This is an optimization exercise on Yosys and OpenROAD, whose aim is small area, a short achievable clock period and few clock cycles per item, not a production implementation. At most, simulation tests tie the RTL to the original design; equivalence was not proved. Only the layout flow was run in runs 3 and 4; the RTL was not checked for function there. No activity file was given, so power comes from the tool's default toggle rates.

## flow/design.v (module list and top-level ports; edited modules follow where they fit)
// module hls_pipe_mul: 983 lines
// module hls_dot_kernel: 125 lines
module hls_dot_kernel (
  input  logic        clk,
  input  logic        reset,
  input  logic        start,
  input  logic [3:0]  len,
  input  logic        wr_en,
  input  logic        wr_sel,
  input  logic [2:0]  wr_addr,
  input  logic [31:0] wr_data,
  output logic        busy,
  output logic        finished,
  output logic [31:0] return_val
);
  // ...
==> flow/run.sh <==
#!/bin/bash
# synth_recipe.tcl (not shown) runs the flow's synth.tcl, then flattens the netlist and writes it again
# the make line also repeats each setting of config.mk as NAME=value (left out here)
make -C /OpenROAD-flow-scripts/flow DESIGN_CONFIG=/design/flow/config.mk WORK_HOME=/design/flow/orfs CLKGATE_MAP_FILE= SYNTH_SCRIPT=/design/flow/synth_recipe.tcl finish
==> flow/config.mk <==
export PLATFORM = sky130hd
export DESIGN_NAME = hls_dot_kernel
export DESIGN_NICKNAME = hls_dot_kernel
export VERILOG_FILES = /design/flow/design.v
export SDC_FILE = /design/flow/constraint.sdc
export NUM_CORES = 4
export LEC_CHECK = 0
export CAP_MARGIN = 20
export CORE_MARGIN = 2
export CORE_UTILIZATION = 40
export SLEW_MARGIN = 20
==> flow/constraint.sdc <==
create_clock -name core_clock -period 8.0 [get_ports {clk}]
set_input_delay 1.6000 -clock core_clock [delete_from_list [all_inputs] [get_ports {clk}]]
set_output_delay 1.6000 -clock core_clock [all_outputs]
set_load 0.01 [all_outputs]
==> flow_summary.ini, run 1 <==
[status]
status = no timing/DRC/antenna violations

[synth]
synth_edf_count = 587
yosysWarnings = 2
yosysTopAreaCell = edfxtp_1
synthSimpleGateAreaFrac_pct = 8.86
yosysUniqueCellTypes = 80

[floorplan]
die_h_um = 350
num_io_pins = 78
die-area_mm2 = 0.122

[critical_path]
crit_end = r_mem_x[1][23]
max_stage_delay_ns = 0.79
r2r_start = r_clr2
cp.required_ns = 8.37
ff2ff_setup_slack_ns = 3.21

[timing]
period_share_pct = 65.3
finalSetupViolations = 0
fmax_mhz = 191

[pwr]
p_sw_share_pct = 40.4
ir_worst_vdd_v = 0.000436

[global_route]
use_met2_pct = 35.7
grt_max_degree = 103
antenna_found_initial = 3
top_usage_layer = met2

[route]
drt_first_iter_violations = 3708

[finish]
final_net_count = 4527
buffers = 173
layout.area.seq_mm2 = 0.0224

[cts]
htreeDepth = 3

[placed_design]
placed_cells = 5694
Testbench counts, summed over its fixed seeds: cycles 4,726, items 384.
==> module hls_dot_kernel, before the edit <==
module hls_dot_kernel (
  input  logic        clk,
  input  logic        reset,
  input  logic        start,
  input  logic [3:0]  len,
  input  logic        wr_en,
  input  logic        wr_sel,
  input  logic [2:0]  wr_addr,
  input  logic [31:0] wr_data,
  output logic        busy,
  output logic        finished,
  output logic [31:0] return_val
);
  logic [31:0] r_mem_x [8];
  logic [31:0] r_mem_y [8];
  logic        r_busy, r_fin;
  logic [31:0] r_ret;
  logic [7:0]  r_fl;
  logic        r_dirty;
  logic        r_pd_vld, r_pd_sel;
  logic [2:0]  r_pd_addr;
  logic [31:0] r_pd_data;
  logic        r_fb_run, r_fb_mark;
  logic [2:0]  r_fb_cnt, r_fb_last;
  logic [31:0] r_a, r_b, r_acc;
  logic        r_clr1, r_clr2;     
  logic        r_lat, r_zero;      
  logic        w_idle, w_acc_st, w_acc_wr, w_fast, w_zero;
  logic [3:0]  w_len_c;
  logic [7:0]  w_mask;
  logic        w_pd_issue, w_we, w_wsel, w_mark;
  logic [2:0]  w_waddr;
  logic [31:0] w_wdata, w_p;
  assign w_idle   = !r_busy;
  assign w_acc_st = start && !reset && w_idle;
  assign w_acc_wr = wr_en && !reset && w_idle;
  assign w_len_c  = (len > 4'd8) ? 4'd8 : len;
  assign w_mask   = 8'((9'd1 << w_len_c) - 9'd1);
  assign w_zero   = (w_len_c == 4'd0);
  assign w_fast   = w_zero || (!r_dirty && (r_fl == w_mask));
  assign w_pd_issue = r_pd_vld && (reset || !r_fb_run);
  assign w_we    = w_pd_issue || (w_acc_wr && !w_acc_st);
  assign w_wsel  = w_pd_issue ? r_pd_sel  : wr_sel;
  assign w_waddr = w_pd_issue ? r_pd_addr : wr_addr;
  assign w_wdata = w_pd_issue ? r_pd_data : wr_data;
  assign w_mark = (w_acc_st && w_fast) || r_fb_mark;
  always_ff @(posedge clk) begin
    if (w_we) begin
      if (w_wsel) r_mem_y[w_waddr] <= w_wdata;
      else        r_mem_x[w_waddr] <= w_wdata;
    end
  end
  always_ff @(posedge clk) begin
    if (r_fb_run) begin
      r_a <= r_mem_x[r_fb_cnt];
      r_b <= r_mem_y[r_fb_cnt];
    end else begin
      r_a <= r_mem_x[w_waddr];
      r_b <= (w_we && w_wsel) ? w_wdata : 32'd0;
    end
    r_clr1 <= w_mark || (r_fb_run && r_fb_cnt == 3'd0);
    r_clr2 <= r_clr1;
  end
  hls_pipe_mul u_mul (
    .clk  (clk),
    .i_a  (r_a),
    .i_b  (r_b),
    .i_acc(r_clr2 ? 32'd0 : r_acc),
    .o_p  (w_p)
  );
  always_ff @(posedge clk) r_acc <= w_p;
  always_ff @(posedge clk) begin
    if (reset) begin
      r_busy    <= 1'b0;
      r_fin     <= 1'b0;
      r_lat     <= 1'b0;
      r_fb_run  <= 1'b0;
      r_fb_mark <= 1'b0;
      r_dirty   <= 1'b1;
      r_fl      <= 8'd0;
    end else begin
      r_lat     <= w_mark;
      r_zero    <= w_acc_st && w_zero;
      r_fb_mark <= r_fb_run && (r_fb_cnt == r_fb_last);
      if (w_acc_st) begin
        r_busy <= 1'b1;
        r_fin  <= 1'b0;
      end else if (r_lat) begin
        r_busy <= 1'b0;
        r_fin  <= 1'b1;
      end
      if (w_acc_st && !w_fast) begin
        r_fb_run  <= 1'b1;
        r_fb_last <= 3'(w_len_c - 4'd1);
        r_fb_cnt  <= 3'd0;
      end else if (r_fb_run) begin
        if (r_fb_cnt == r_fb_last) r_fb_run <= 1'b0;
        r_fb_cnt <= r_fb_cnt + 3'd1;
      end
      if (w_mark) begin
        r_dirty <= 1'b0;
        r_fl    <= (w_we && w_wsel) ? 8'(1 << w_waddr) : 8'd0;
      end else if (w_we) begin
        if (r_fl[w_waddr]) r_dirty <= 1'b1;
        if (w_wsel) r_fl[w_waddr] <= 1'b1;
      end
    end
  end
  always_ff @(posedge clk) begin
    if (r_lat) r_ret <= r_zero ? 32'd0 : w_p;
  end
  always_ff @(posedge clk) begin
    if (w_acc_st && w_acc_wr) begin
      r_pd_vld  <= 1'b1;
      r_pd_sel  <= wr_sel;
      r_pd_addr <= wr_addr;
      r_pd_data <= wr_data;
    end else if (w_pd_issue) begin
      r_pd_vld  <= 1'b0;
    end
  end
  assign busy       = r_busy;
  assign finished   = r_fin;
  assign return_val = r_ret;
endmodule
==> run 2, diff against run 1 <==
--- a/flow/design.v
+++ b/flow/design.v
@@ -1007,5 +1007,4 @@
   logic        r_pd_vld, r_pd_sel;
   logic [2:0]  r_pd_addr;
-  logic [31:0] r_pd_data;
   logic        r_fb_run, r_fb_mark;
   logic [2:0]  r_fb_cnt, r_fb_last;
@@ -1017,5 +1016,5 @@
   logic [7:0]  w_mask;
   logic        w_pd_issue, w_we, w_wsel, w_mark;
-  logic [2:0]  w_waddr;
+  logic [2:0]  w_waddr, w_raddr;
   logic [31:0] w_wdata, w_p;
   assign w_idle   = !r_busy;
@@ -1030,5 +1029,5 @@
   assign w_wsel  = w_pd_issue ? r_pd_sel  : wr_sel;
   assign w_waddr = w_pd_issue ? r_pd_addr : wr_addr;
-  assign w_wdata = w_pd_issue ? r_pd_data : wr_data;
+  assign w_wdata = w_pd_issue ? r_ret : wr_data;
   assign w_mark = (w_acc_st && w_fast) || r_fb_mark;
   always_ff @(posedge clk) begin
@@ -1038,12 +1037,9 @@
     end
   end
+  assign w_raddr = r_fb_run ? r_fb_cnt : w_waddr;
   always_ff @(posedge clk) begin
-    if (r_fb_run) begin
-      r_a <= r_mem_x[r_fb_cnt];
-      r_b <= r_mem_y[r_fb_cnt];
-    end else begin
-      r_a <= r_mem_x[w_waddr];
-      r_b <= (w_we && w_wsel) ? w_wdata : 32'd0;
-    end
+    r_a <= r_mem_x[w_raddr];
+    if (r_fb_run) r_b <= r_mem_y[r_fb_cnt];
+    else          r_b <= (w_we && w_wsel) ? w_wdata : 32'd0;
     r_clr1 <= w_mark || (r_fb_run && r_fb_cnt == 3'd0);
     r_clr2 <= r_clr1;
@@ -1095,5 +1091,6 @@
   end
   always_ff @(posedge clk) begin
-    if (r_lat) r_ret <= r_zero ? 32'd0 : w_p;
+    if (r_lat)                       r_ret <= r_zero ? 32'd0 : w_p;
+    else if (w_acc_st && w_acc_wr)   r_ret <= wr_data;
   end
   always_ff @(posedge clk) begin
@@ -1102,5 +1099,4 @@
       r_pd_sel  <= wr_sel;
       r_pd_addr <= wr_addr;
-      r_pd_data <= wr_data;
     end else if (w_pd_issue) begin
       r_pd_vld  <= 1'b0;
==> flow_summary.ini, run 2 <==
[timing]
period_share_pct = 70.7
worst_pin_slew_ns = 1.11
final_max_slew_viol_count = 0
relSlewSlack_pct = 26.0
finClkSkew_ns = 0.0359
finalSetupTns_ns = 0
fmax_mhz = 177
hold_ws_ns = 0.412
finalSetupViolations = 0
min_period_ns = 5.66
hold_viol_final = 0
rsz0062_at_grt = no
layout_setup_ws_ns = 2.34

[placed_design]
gp_congestion = 0.920
dp_hpwl_um = 91300
placed_cells = 5387
place_ws_ns = 1.69
port_buffers = 77

[synth]
async_flop_share_pct = 0
ys_seq_elements = 790
synth_seq_area_share_pct = 46.8
syn-cell-area_mm2 = 0.0456
synth_edf_count = 555
synthTopCellsByCount = edfxtp_1 (555), nor2_1 (362), nand2_1 (315), inv_1 (311), a21oi_1 (280)
synthFlopType = edfxtp_1
synth_fp_nets = 4449
yosysWarnings = 2
synth_cells = 4111
yosysTopAreaCellShare_pct = 36.5
synthTopCellsByArea = edfxtp_1 (37%), dfxtp_1 (10%), fa_1 (9.6%)
avgSynthCellArea_um2 = 11.1
synth.most_common_cell = edfxtp_1
yosysTopAreaCell = edfxtp_1
yosysUniqueCellTypes = 78

[route]
met2_length_um = 61900
via_per_inst = 5.78
vias = 32100
highest_layer = met4
drt_first_iter_violations = 3983
drt_pass1_iterations = 7
wl_met1_um = 57000
totalWireLength_um = 136000
remaining_drc_errors = 0
avgRoutedWirePerCell_um = 24.5
final_antenna_net_count = 0
route.met3.wl_um = 10300

[cts]
htreeDepth = 3
clkTransAtPathRegs_ns = 0.07
ctsHoldBuffers = 0
worst_skew_pair.late_latency_ns = 0.67
clk_path_buf_depth = 3
cts_root_buf = clkbuf_16
ctsResizeCount = 0
cts_sinks = 790
cts_tree = done
cts_setup_buffers = 0
cts_buffers = 83

[floorplan]
die_w_um = 342
core.rowCount = 123
die_h_um = 342
floorplan.initialDensity_pct = 40.4
num_io_pins = 78
die-area_mm2 = 0.117
core_mm2 = 0.113

[finish]
fin_cells = 5547
syn2layout_area_growth_pct = 10.6
layout_commonest_cell = edfxtp_1
final_net_count = 4313
reg.largest.list = r_mem_x (256), r_mem_y (256), u_mul.r_s (119)
final_cell_mix = edfxtp_1 (555), nor2_1 (345), nand2_1 (315)
layout-drive-gt1-share_pct = 11.5

[critical_path]
crit_arrival_ns = 5.94
cp_top_family = simple AND/OR/NAND/NOR gates
endpoint_kind = flip-flop
cp.required_ns = 8.29
startpoint_type = primary input
crit_chain = clkdlybuf4s50_1, nand2b_4, nand2_2, mux2i_1, nor2_1, nand2_1, nor2_4
crit_buf_inv = 1
r2r_start = r_clr2
cp_slowest_cell = nor2_4
max_stage_delay_ns = 0.93
crit_fanout = 38
crit_path_start = reset
path_class = in2reg

[min_path]
worstHoldStart = r_clr1
hold_class = reg2reg

[global_route]
antenna_found_initial = 8
first_global_vias = 29500
track_usage_pct = 23.0
grt_pass1_wl_um = 198000
grt_overflow = 0
grt_max_degree = 84

[pwr]
power.total_w = 0.0209
p_leak_nw = 18.2
ir_worst_vdd_v = 0.000667
p_per_area_mw_per_mm2 = 414

[run]
maxCapViolCount = 0

[status]
status = no timing/DRC/antenna violations
run 2: cells by family after synthesis:
kind of cell             Yosys count  share of synthesized area, %
AO/OA/AOI/OAI                   1027                          14.4
AND/OR/NAND/NOR                  863                          8.09
flip-flops                       790                          46.8
buffers and inverters            693                          5.90
adder cells (fa/ha/maj)          353                          12.9
multiplexers                     236                          8.91
XOR/XNOR                         149                          2.89
run 2: stage by stage:
step           utilization [%]  area, um^2
2_1_floorplan                -       45600
3_3_place_gp              42.1       47500
3_5_place_dp              42.2       47600
4_1_cts                   44.7       50400
5_1_grt                   44.7       50400
6_report                  44.7       50400
run 2: layer usage:
metal  vias to the layer above  track usage, %
li1                      14500               -
met1                     15900            32.4
met2                      1415            35.4
met4                         0            10.2
met5                         -               0
met3                       298            3.09
run 2: report_power, final:
group          internal, W  total [W]  switching, W
registers          0.00494    0.00532      0.000377
clock network      0.00223    0.00393       0.00170
logic              0.00391     0.0116       0.00773
total               0.0111     0.0209       0.00981
run 2: path summary, 6_finish.rpt:
path / to / slack, ns / cells past startpoint
worst min-delay path: r_clr2 / 0.41 / 0
worst min register to register: r_clr2 / 0.41 / 0
worst max register to register: r_ret[29] / 2.88 / 14
worst max-delay path: r_mem_y[2][22] / 2.34 / 7
run 2: area by class of cell:
class / instances / area, um^2
Fill cell: 10300 / 62400
Timing Repair Buffer: 158 / 1430
Tap cell: 1500 / 1880
Sequential cell: 790 / 21400
Clock inverter: 43 / 460
Clock buffer: 111 / 2360
Multi-Input combinational cell: 2628 / 21700
Inverter: 314 / 1180
Antenna cell: 3 / 7.51
Testbench counts of run 2, summed over its fixed seeds: cycles 4,726, items 384.
==> run 3, diff against run 2 <==
--- a/flow/design.v
+++ b/flow/design.v
@@ -1026,8 +1026,8 @@
   assign w_fast   = w_zero || (!r_dirty && (r_fl == w_mask));
   assign w_pd_issue = r_pd_vld && (reset || !r_fb_run);
-  assign w_we    = w_pd_issue || (w_acc_wr && !w_acc_st);
-  assign w_wsel  = w_pd_issue ? r_pd_sel  : wr_sel;
-  assign w_waddr = w_pd_issue ? r_pd_addr : wr_addr;
-  assign w_wdata = w_pd_issue ? r_ret : wr_data;
+  assign w_we    = r_pd_vld ? (reset || !r_fb_run) : (w_acc_wr && !w_acc_st);
+  assign w_wsel  = r_pd_vld ? r_pd_sel  : wr_sel;
+  assign w_waddr = r_pd_vld ? r_pd_addr : wr_addr;
+  assign w_wdata = r_pd_vld ? r_ret : wr_data;
   assign w_mark = (w_acc_st && w_fast) || r_fb_mark;
   always_ff @(posedge clk) begin
--- a/flow/config.mk
+++ b/flow/config.mk
@@ -6,6 +6,8 @@
 export NUM_CORES = 4
 export LEC_CHECK = 0
+export ABC_CLOCK_PERIOD_IN_PS = 3000
 export CAP_MARGIN = 20
 export CORE_MARGIN = 2
 export CORE_UTILIZATION = 40
+export SETUP_SLACK_MARGIN = 5
 export SLEW_MARGIN = 20
==> flow_summary.ini, run 3 <==
[finish]
layout-drive-gt1-share_pct = 29.3
multiInputGateArea_mm2 = 0.0246
syn2layout_area_growth_pct = 26.0
fill_cells = 9777
final_net_count = 4693
final_cell_mix = edfxtp_1 (555), nand2_1 (319), nor2_1 (315)
layout.area.seq_mm2 = 0.0215
layout_commonest_cell = edfxtp_1
reg.largest.list = r_mem_x (256), r_mem_y (256), u_mul.r_s (119)
design_area_mm2 = 0.0580
utilization_pct = 50.8

[global_route]
track_usage_pct = 26.4
antenna_found_initial = 8
grt_overflow = 0
first_global_vias = 33600
grt_pass1_wl_um = 229000
grt_max_degree = 69

[cts]
cts_root_buf = clkbuf_16
worst_skew_pair.late_latency_ns = 0.67
clk_path_buf_depth = 3
clkTransAtPathRegs_ns = 0.07
cts_tree = done
htreeDepth = 3
cts_buffers = 85
cts_sinks = 790

[floorplan]
die-area_mm2 = 0.118
die_h_um = 343
core.rowCount = 124
floorplan.initialDensity_pct = 40.3
die_w_um = 343
core_mm2 = 0.114
num_io_pins = 78

[synth]
ys_seq_elements = 790
synthTopCellsByArea = edfxtp_1 (36%), dfxtp_1 (10%), fa_1 (9.5%)
synth_edf_count = 555
synth.most_common_cell = edfxtp_1
async_flop_share_pct = 0
synth_cells = 4178
synth_fp_nets = 4516
synthTopCellsByCount = edfxtp_1 (555), nor2_1 (356), nand2_1 (347), inv_1 (299), a21oi_1 (284)
yosysWarnings = 2
avgSynthCellArea_um2 = 11.0
synthFlopType = edfxtp_1
syn-cell-area_mm2 = 0.0460
synth_seq_area_share_pct = 46.4
yosysUniqueCellTypes = 79
yosysTopAreaCellShare_pct = 36.2
yosysTopAreaCell = edfxtp_1

[pwr]
power.total_w = 0.0268
ir_worst_vdd_v = 0.000652
p_leak_nw = 21.0
p_per_area_mw_per_mm2 = 461

[critical_path]
path_class = reg2reg
endpoint_kind = flip-flop
cp_top_family = adder cells
cp.required_ns = 8.39
crit_arrival_ns = 4.35
crit_chain = buf_8, nor2b_1, fa_1, fa_1, ha_4, nand4_1, or2_4, o311ai_4, buf_6, a211oi_4, o211a_1, a221o_1
crit_fanout = 6
crit_path_frequent_cell = fa_1
crit_buf_inv = 2
max_stage_delay_ns = 0.56
cp_slowest_cell = fa_1
startpoint_type = flip-flop

[route]
remaining_drc_errors = 0
via_per_inst = 5.92
avgRoutedWirePerCell_um = 26.8
totalWireLength_um = 159000
final_antenna_net_count = 0
drt_pass1_iterations = 6
drt_first_iter_violations = 4582
vias = 35200

[placed_design]
place_ws_ns = 2.66
gp_congestion = 0.902
placed_area_mm2 = 0.0484
port_buffers = 77
dp_hpwl_um = 89700

[status]
status = no timing/DRC/antenna violations

[timing]
hold_viol_final = 0
fmax_mhz = 253
final_max_slew_viol_count = 0
period_share_pct = 49.5
worst_pin_slew_ns = 1.02
finClkSkew_ns = 0.0291
min_period_ns = 3.96
layout_setup_ws_ns = 4.04
relSlewSlack_pct = 31.6
finalSetupTns_ns = 0
rsz0062_at_grt = yes
finalSetupViolations = 0

[run]
maxCapViolCount = 0

[min_path]
hold_class = reg2reg
[run 3: cell count changes after synthesis, sizes merged, moves of 7 or more]
cell | previous run | this run
inv | 313 | 306
buf | 107 | 129
or2 | 5 | 12
o221ai | 9 | 18
o22ai | 98 | 69
o21ai | 214 | 250
mux2 | 68 | 98
a22o | 34 | 23
nand2 | 316 | 347
nand4 | 1 | 8
mux2i | 40 | 10
clkbuf | 272 | 260
[run 3: power breakdown]
group	switching [W]	internal [W]	leakage [nW]
combinational	0.00988	0.00760	12.7
sequential	0.000309	0.00494	6.98
clock	0.00170	0.00232	1.39
total	0.0119	0.0149	21.0
[run 3: final cells by class]
type | instances | share of cell area, %
timing repair buffer | 468 | 10.2
clock buffer | 128 | 4.25
tap | 1512 | 3.26
clock inverter | 29 | 0.690
inverter | 307 | 2.13
sequential | 790 | 37.1
antenna | 6 | 0.0259
multi-input combinational | 2703 | 42.4
[run 3: repair_timing]
action / CTS / global route
hold buffers: 0 / 0
setup endpoints to repair: 796 / 414
cloned: 46 / 5
gates resized for setup: 645 / 204
hold endpoints to repair: 0 / 0
pin swaps: 151 / 98
setup buffers: 216 / 56
[run 3: worst register-to-register path, cell delays in order, from the launching register on]
cell	delay (ns)
dfxtp_4	0.47
buf_8	0.18
nor2b_1	0.07
fa_1	0.56
fa_1	0.46
ha_4	0.32
nand4_1	0.19
or2_4	0.32
o311ai_4	0.29
buf_6	0.17
a211oi_4	0.10
o211a_1	0.25
a221o_1	0.32
[run 3: routing by layer]
| metal | up-vias | GRT usage, % | wire [um] |
|---|---|---|---|
| met5 | - | 0 | 43 |
| met4 | 8 | 11.4 | 8000 |
| met3 | 429 | 5.17 | 16000 |
| met2 | 1890 | 41.7 | 73600 |
| met1 | 17500 | 35.5 | 61500 |
| li1 | 15300 | - | - |
[run 3: final timing paths]
path	start	to	slack (ns)	cells past startpoint
setup / recovery	r_clr2	r_ret[25]	4.04	12
hold / removal	r_clr1	r_clr2	0.51	0
setup reg to reg	r_clr2	r_ret[25]	4.04	12
hold reg to reg	r_clr1	r_clr2	0.51	0
[run 3: stage by stage]
stage               std cells  hold slack (ns)
floorplan                4178            0.310
global placement         5457            0.499
detailed placement       5457            0.502
CTS                      5876            0.519
global route             5940            0.513
finish                   5943            0.513
[run 3: cell families (layout without fill, tap and decap cells)]
group	after synthesis	after routing	synth area share, %
xor gates and xnor gates	150	150	2.88
muxes	236	237	8.97
adders and majority gates	347	347	12.7
buffers and inverters	696	932	5.94
AOI/OAI and AO/OA	1038	1038	14.4
other	0	6	0
DFF	790	790	46.4
and+or+nand+nor	921	931	8.70
==> run 4, diff against run 3 <==
--- a/flow/config.mk
+++ b/flow/config.mk
@@ -6,8 +6,8 @@
 export NUM_CORES = 4
 export LEC_CHECK = 0
-export ABC_CLOCK_PERIOD_IN_PS = 3000
+export ABC_CLOCK_PERIOD_IN_PS = 2500
 export CAP_MARGIN = 20
 export CORE_MARGIN = 2
-export CORE_UTILIZATION = 40
+export CORE_UTILIZATION = 55
 export SETUP_SLACK_MARGIN = 5
 export SLEW_MARGIN = 20
==> flow_summary.ini, run 4 <==
[timing]
finClkSkew_ns = 0.0586
relSlewSlack_pct = 34.3
period_share_pct = 49.4
hold_viol_final = 0
finalSetupTns_ns = 0
finalSetupViolations = 0
final_max_slew_viol_count = 0
rsz0062_at_grt = yes
min_period_ns = 3.95
fmax_mhz = 253
worst_pin_slew_ns = 0.986

[placed_design]
port_buffers = 77
placed_area_mm2 = 0.0479
dp_hpwl_um = 94800
gp_congestion = 0.925

[cts]
ctsHoldBuffers = 0
worst_skew_pair.late_latency_ns = 0.68
cts_buffers = 84
clkTransAtPathRegs_ns = 0.06
cts_sinks = 790
cts_root_buf = clkbuf_16
clk_path_buf_depth = 3
cts_tree = done
htreeDepth = 3

[synth]
yosysWarnings = 2
synthTopCellsByCount = edfxtp_1 (555), nor2_1 (356), nand2_1 (347), inv_1 (299), a21oi_1 (284)
avgSynthCellArea_um2 = 11.0
synth_seq_area_share_pct = 46.4
async_flop_share_pct = 0
synthFlopType = edfxtp_1
ys_seq_elements = 790
yosysUniqueCellTypes = 79
yosysTopAreaCellShare_pct = 36.2
synth_cells = 4178
synthTopCellsByArea = edfxtp_1 (36%), dfxtp_1 (10%), fa_1 (9.5%)
synth_fp_nets = 4516
synth_edf_count = 555
yosysTopAreaCell = edfxtp_1
syn-cell-area_mm2 = 0.0460
synth.most_common_cell = edfxtp_1

[pwr]
p_leak_nw = 21.3
ir_worst_vdd_v = 0.000631
power.total_w = 0.0268
pwr-share-clk_pct = 15.3
power.internal_w = 0.0150
comb_power_share_pct = 65.0
p_per_area_mw_per_mm2 = 462
p_switching_w = 0.0118
seqPwrFrac_pct = 19.7
p_sw_share_pct = 44.0

[finish]
layout_commonest_cell = edfxtp_1
syn2layout_area_growth_pct = 26.0
final_net_count = 4726
utilization_pct = 69.6
layout-drive-gt1-share_pct = 30.1
fill_cells = 5823
design_area_mm2 = 0.0580
reg.largest.list = r_mem_x (256), r_mem_y (256), u_mul.r_s (119)
final_cell_mix = edfxtp_1 (555), nand2_1 (321), nor2_1 (317)

[route]
drt_pass1_iterations = 8
drt_first_iter_violations = 4073
totalWireLength_um = 167000
remaining_drc_errors = 0
final_antenna_net_count = 0
vias = 35800
via_per_inst = 6.46
avgRoutedWirePerCell_um = 30.2

[floorplan]
die_w_um = 293
die_h_um = 293
core.rowCount = 106
floorplan.initialDensity_pct = 55.2
core_mm2 = 0.0833
num_io_pins = 78
die-area_mm2 = 0.0860

[critical_path]
max_stage_delay_ns = 0.59
crit_arrival_ns = 4.36
startpoint_type = flip-flop
endpoint_kind = flip-flop
cp_slowest_cell = fa_2
path_class = reg2reg
crit_fanout = 7
cp.required_ns = 8.41
crit_chain = inv_1, fa_2, inv_1, fa_1, fa_2, ha_4, a21oi_1, nor2b_1, o21ai_1, o311ai_4, a211oi_4, nor2_2, a221o_1
cp_top_family = adder cells
crit_buf_inv = 2

[global_route]
grt_overflow = 0
antenna_found_initial = 8
grt_max_degree = 72
grt_pass1_wl_um = 240000
track_usage_pct = 38.5
first_global_vias = 35100

[status]
status = no timing/DRC/antenna violations

[run]
maxCapViolCount = 0

[min_path]
hold_class = reg2reg
==> run 4: power groups by stage <==
stage,Combinational [W],Sequential (W),Clock [W]
after floorplan,0.00852,0.00514,0
after global placement,0.0115,0.00534,0
after detailed placement,0.0116,0.00535,0
after CTS,0.0154,0.00526,0.00413
after global routing,0.0183,0.00529,0.00428
final,0.0174,0.00526,0.00410
==> run 4: final timing paths <==
path	from	end	slack, ns	depth (start not counted)
max reg2reg	u_mul.r_s[27]	r_ret[25]	4.05	13
max	u_mul.r_s[27]	r_ret[25]	4.05	13
min	r_fin	r_fin	0.50	2
min reg2reg	r_fin	r_fin	0.50	2
==> run 4: metal layers <==
layer	share of wire (%)	vias up	track usage (%)
met5	0.040	-	0
met4	8.2	10	24.9
met3	9.6	605	7.90
met2	46	2137	61.5
met1	36	17700	48.0
li1	-	15400	-
==> run 4: layout make-up <==
cell class | instances | area (um^2) | share of cell area (%)
antenna | 2 | 5.00 | 0.00863
tap | 1080 | 1350 | 2.33
clock buffer | 105 | 2270 | 3.92
sequential | 790 | 21500 | 37.1
clock inverter | 52 | 673 | 1.16
timing repair buffer | 503 | 6550 | 11.3
inverter | 307 | 1230 | 2.12
multi-input combinational | 2702 | 24400 | 42.1
==> run 4: logic make-up (layout without fill, tap and decap cells) <==
group / count (synthesis) / after routing / share of synthesized area, %
flip-flops: 790 / 790 / 46.4
buffers and inverters: 696 / 967 / 5.94
adder cells (fa/ha/maj): 347 / 347 / 12.7
AND/OR/NAND/NOR: 921 / 931 / 8.70
AO/OA/AOI/OAI: 1038 / 1038 / 14.4
XOR/XNOR: 150 / 150 / 2.88
multiplexers: 236 / 236 / 8.97
other: 0 / 2 / 0
==> run 4: metrics by stage <==
| step | hold WS, ns | setup slack (ns) | cells |
|---|---|---|---|
| 2_1_floorplan | 0.310 | 4.04 | 4178 |
| 3_3_place_gp | 0.488 | 2.83 | 5023 |
| 3_5_place_dp | 0.495 | 2.81 | 5023 |
| 4_1_cts | 0.505 | 4.10 | 5481 |
| 5_1_grt | 0.518 | 3.87 | 5541 |
| 6_report | 0.501 | 4.05 | 5541 |
==> run 4: timing repair <==
action,4_1_cts,5_1_grt
setup buffers,245,51
resized for setup,697,160
gates cloned,56,7
pin swaps,202,112
hold endpoints to repair,0,0
endpoints found under the setup margin,806,335
==> run 4: worst min-delay path, cell delays in order (launching register included) <==
cell and delay (ns):
dfxtp_1 0.31, nor2_1 0.10, nor3_1 0.05

[separate check: timing with driven ports]
Ports are ideal in the flow. The routed layouts listed here were re-timed in OpenROAD. Step 1 sets driving cells, clkbuf_16 on the clock port and buf_2 on the other inputs (assumed; they add their load-dependent delay and slew). Step 2 also shifts input and output timing later by t, the mid clock arrival at the registers, as if the neighbouring blocks saw the same clock. Three values: ideal, step 1, step 2; two values: the first two.
run	t (ns)	slack for setup (ns)	worst setup path after step 2	worst register clock-pin slew, ns	cell pins on the clock port's net
run 1	0.736	2.778 / 2.821 / 2.085	input to register	0.07 / 0.07	1
run 2	0.724	2.345 / 2.386 / 1.661	input to register	0.07 / 0.07	1
run 3	0.732	4.040 / 4.040 / 3.960	input to register	0.07 / 0.07	1
run 4	0.722	4.051 / 4.051 / 3.943	input to register	0.07 / 0.07	1
After both steps setup and hold are still met in every run listed. The setup slack of run 1, which loses most, moves by +0.043 ns with the drivers and by -0.693 ns with both steps.
